Source: an optimization exercise on an open RTL-to-GDS flow (aim: small area). Production flows keep margins and buffers that such runs may drop.
The RTL was checked by simulation tests, not by an equivalence proof against the original design.
Power and IR drop assume default switching activity.

==> inputs of run M <==
==> flow/design.v <==
module wbrf_aoi222 (
    input  logic [2:0] a,
    input  logic [2:0] b,
    output logic       y
);
    assign y = ~((a[0] & b[0]) | (a[1] & b[1]) | (a[2] & b[2]));
endmodule
module wbrf_nand2 (
    input  logic a,
    input  logic b,
    output logic y
);
    assign y = ~(a & b);
endmodule
module wbrf_nand11 (
    input  logic [10:0] x,
    output logic        y
);
    assign y = ~&x;
endmodule
module wbrf_rdbit (
    input  logic [31:1] sel,
    input  logic [31:1] d,
    output logic        y
);
    logic [10:0] t;
    for (genvar g = 0; g < 10; g++) begin : g_aoi
        wbrf_aoi222 u_aoi (.a(sel[3*g+3:3*g+1]), .b(d[3*g+3:3*g+1]), .y(t[g]));
    end
    wbrf_nand2 u_last (.a(sel[31]), .b(d[31]), .y(t[10]));
    wbrf_nand11 u_or (.x(t), .y(y));
endmodule
module writeback_regfile #(
    parameter int unsigned DATA_W = 32,
    parameter int unsigned ADDR_W = 5,
    parameter int unsigned CNT_W  = 16
) (
    input  logic              Clk,
    input  logic              Rst,
    input  logic              MemToReg,
    input  logic              RegWrite,
    input  logic [DATA_W-1:0] MemData,
    input  logic [DATA_W-1:0] ALUResult,
    input  logic [ADDR_W-1:0] WriteRegister,
    input  logic [ADDR_W-1:0] ReadRegister1,
    input  logic [ADDR_W-1:0] ReadRegister2,
    output logic [DATA_W-1:0] ReadData1,
    output logic [DATA_W-1:0] ReadData2,
    output logic [DATA_W-1:0] WriteData,
    input  logic [ADDR_W-1:0] DebugRegister,
    output logic [DATA_W-1:0] DebugData,
    output logic [CNT_W-1:0]  WriteCount
);
    logic [DATA_W-1:0] regs_q [1:31];
    logic [DATA_W-1:0] debug_q, debug_d;
    logic [CNT_W-1:0]  count_q;
    logic [31:1]       wsel, wen, rsel1, rsel2, dsel;
    logic [DATA_W-1:0] wdat;
    assign WriteData = MemToReg ? MemData : ALUResult;
    always_comb begin
        for (int i = 1; i < 32; i++) begin
            wsel[i]  = RegWrite && (WriteRegister == 5'(i));
            rsel1[i] = (ReadRegister1 == 5'(i));
            rsel2[i] = (ReadRegister2 == 5'(i));
            dsel[i]  = !Rst && (DebugRegister == 5'(i));
        end
    end
    assign wen  = wsel | {31{Rst}};
    assign wdat = WriteData & {DATA_W{!Rst}};
    always_ff @(posedge Clk) begin
        for (int i = 1; i < 32; i++) begin
            if (wen[i]) begin
                regs_q[i] <= wdat;
            end
        end
    end
    for (genvar b = 0; b < DATA_W; b++) begin : g_bit
        logic [31:1] col;
        for (genvar i = 1; i < 32; i++) begin : g_col
            assign col[i] = regs_q[i][b];
        end
        wbrf_rdbit u_rd1 (.sel(rsel1), .d(col), .y(ReadData1[b]));
        wbrf_rdbit u_rd2 (.sel(rsel2), .d(col), .y(ReadData2[b]));
        wbrf_rdbit u_rdd (.sel(dsel),  .d(col), .y(debug_d[b]));
    end
    always_ff @(posedge Clk) begin
        debug_q <= debug_d;
        if (Rst) begin
            count_q <= '0;
        end else if (RegWrite && (WriteRegister != '0)) begin
            count_q <= count_q + CNT_W'(1);
        end
    end
    assign DebugData  = debug_q;
    assign WriteCount = count_q;
endmodule
==> flow/run.sh <==
#!/bin/bash
# synth_recipe.tcl (not shown) runs the flow's synth.tcl, then flattens the netlist and writes it again
# the make line also repeats each setting of config.mk as NAME=value (left out here)
make -C /OpenROAD-flow-scripts/flow DESIGN_CONFIG=/design/flow/config.mk WORK_HOME=/design/flow/orfs CLKGATE_MAP_FILE= SYNTH_SCRIPT=/design/flow/synth_recipe.tcl finish
==> flow/config.mk <==
export PLATFORM = sky130hd
export DESIGN_NAME = writeback_regfile
export DESIGN_NICKNAME = writeback_regfile
export VERILOG_FILES = /design/flow/design.v
export SDC_FILE = /design/flow/constraint.sdc
export NUM_CORES = 4
export LEC_CHECK = 0
export CAP_MARGIN = 10
export CELL_PAD_IN_SITES_DETAIL_PLACEMENT = 1
export CELL_PAD_IN_SITES_GLOBAL_PLACEMENT = 1
export CORE_MARGIN = 2
export CORE_UTILIZATION = 45
export PLACE_DENSITY = 0.55
export SLEW_MARGIN = 10
export SYNTH_HIERARCHICAL = 1
export SYNTH_MINIMUM_KEEP_SIZE = 0
==> flow/constraint.sdc <==
create_clock -name core_clock -period 6.5 [get_ports {Clk}]
set_input_delay 1.3000 -clock core_clock [delete_from_list [all_inputs] [get_ports {Clk}]]
set_output_delay 1.3000 -clock core_clock [all_outputs]
set_load 0.01 [all_outputs]
==> inputs of run B, as changes to run M <==
==> flow/flow/run.sh (new file) <==
#!/bin/bash
# Standard layout with two changes to how it is built:
#  - the port buffers are the smallest buffer cell (buf_1);
#  - the clock tree uses clkbuf_16 leaves over sink clusters of at most 24 flip-flops, with no dummy loads.
set -euo pipefail
cp standard.sh standard_sh.log
export BUFFER_PORTS_ARGS="-buffer_cell sky130_fd_sc_hd__buf_1"
export CTS_ARGS="-sink_clustering_enable -repair_clock_nets -dont_use_dummy_load -buf_list {sky130_fd_sc_hd__clkbuf_16} -sink_clustering_size 24 -sink_clustering_max_diameter 100"
bash standard.sh > standard.log 2>&1
==> flow/standard.sh (new file) <==
#!/bin/bash
# synth_recipe.tcl (not shown) runs the flow's synth.tcl, then flattens the netlist and writes it again
# the make line also repeats each setting of config.mk as NAME=value (left out here)
make -C /OpenROAD-flow-scripts/flow DESIGN_CONFIG=/design/flow/config.mk WORK_HOME=/design/flow/orfs CLKGATE_MAP_FILE= SYNTH_SCRIPT=/design/flow/synth_recipe.tcl "${@:-finish}"
removed: flow/run.sh
==> inputs of run R, as changes to run M <==
==> flow/flow/run.sh (new file) <==
#!/bin/bash
# Standard layout with two changes to how it is built:
#  - the port buffers are the smallest buffer cell (buf_1);
#  - the clock tree uses clkbuf_16 leaves over sink clusters of at most 16 flip-flops, with no dummy loads.
set -euo pipefail
cp standard.sh standard_sh.log
export BUFFER_PORTS_ARGS="-buffer_cell sky130_fd_sc_hd__buf_1"
export CTS_ARGS="-sink_clustering_enable -repair_clock_nets -dont_use_dummy_load -buf_list {sky130_fd_sc_hd__clkbuf_16} -sink_clustering_size 16 -sink_clustering_max_diameter 50"
bash standard.sh > standard.log 2>&1
==> flow/standard.sh (new file) <==
#!/bin/bash
# synth_recipe.tcl (not shown) runs the flow's synth.tcl, then flattens the netlist and writes it again
# the make line also repeats each setting of config.mk as NAME=value (left out here)
make -C /OpenROAD-flow-scripts/flow DESIGN_CONFIG=/design/flow/config.mk WORK_HOME=/design/flow/orfs CLKGATE_MAP_FILE= SYNTH_SCRIPT=/design/flow/synth_recipe.tcl "${@:-finish}"
removed: flow/run.sh
==> inputs of run G, as changes to run M <==
==> flow/flow/run.sh (new file) <==
#!/bin/bash
# Standard layout with two changes to how it is built:
#  - the port buffers are the smallest buffer cell (buf_1);
#  - the clock tree uses clkbuf_16 leaves over sink clusters of at most 24 flip-flops, with no dummy loads.
set -euo pipefail
cp standard.sh standard_sh.log
export BUFFER_PORTS_ARGS="-buffer_cell sky130_fd_sc_hd__buf_1"
export CTS_ARGS="-sink_clustering_enable -repair_clock_nets -dont_use_dummy_load -buf_list {sky130_fd_sc_hd__clkbuf_16} -sink_clustering_size 24 -sink_clustering_max_diameter 100"
bash standard.sh > standard.log 2>&1
==> flow/standard.sh (new file) <==
#!/bin/bash
# synth_recipe.tcl (not shown) runs the flow's synth.tcl, then flattens the netlist and writes it again
# the make line also repeats each setting of config.mk as NAME=value (left out here)
make -C /OpenROAD-flow-scripts/flow DESIGN_CONFIG=/design/flow/config.mk WORK_HOME=/design/flow/orfs CLKGATE_MAP_FILE= SYNTH_SCRIPT=/design/flow/synth_recipe.tcl "${@:-finish}"
Settings changed: CELL_PAD_IN_SITES_GLOBAL_PLACEMENT 1 to 0.
removed: flow/run.sh
==> notes.md <==
- Run B finished clean. Run M completed without violations. Run R produced a clean layout. Run G finished clean.
- The highest via count belongs to run G, the lowest to run B.
- Combinational power: run M is larger than run R (about 10%).
- In run G the clock power is lower than in run R, by 38%.
- Sequential power is about the same in run G and run M.
- Non-clock buffer count: run M is lower than run R (14).

==> re-timing with driven ports <==
How much do the figures lean on ideal ports? The routed layouts below were timed once more, with nothing changed but the port constraints.
Step 1: set_driving_cell puts a clkbuf_16 on Clk and a buf_2 on each other input, an assumption about the parent block.
Step 2 moves the port delays by t, midway between the first and last clock arrival at a register: inputs arrive t later, outputs are due t later. That takes back most of the time a late clock gives input paths.
a / b / c = ideal / step 1 / step 2; a / b = the first two.
| run | t, ns | setup slack, ns | worst setup path at the end | clock arrival spread, ns | cell pins on the clock port's net |
|---|---|---|---|---|---|
| run M | 0.794 | 0.121 / 0.095 / 0.095 | input to output | 0.028 / 0.029 | 1 |
| run B | 0.757 | 0.877 / 0.851 / 0.851 | input to output | 0.080 / 0.080 | 1 |
| run R | 0.769 | 0.893 / 0.860 / 0.860 | input to output | 0.057 / 0.058 | 1 |
| run G | 0.760 | 0.772 / 0.709 / 0.709 | input to output | 0.058 / 0.059 | 1 |
After both steps every run listed still meets setup and hold. For run G, which loses most, drivers alone change the setup slack by -0.063 ns; drivers and shift together by -0.063 ns.
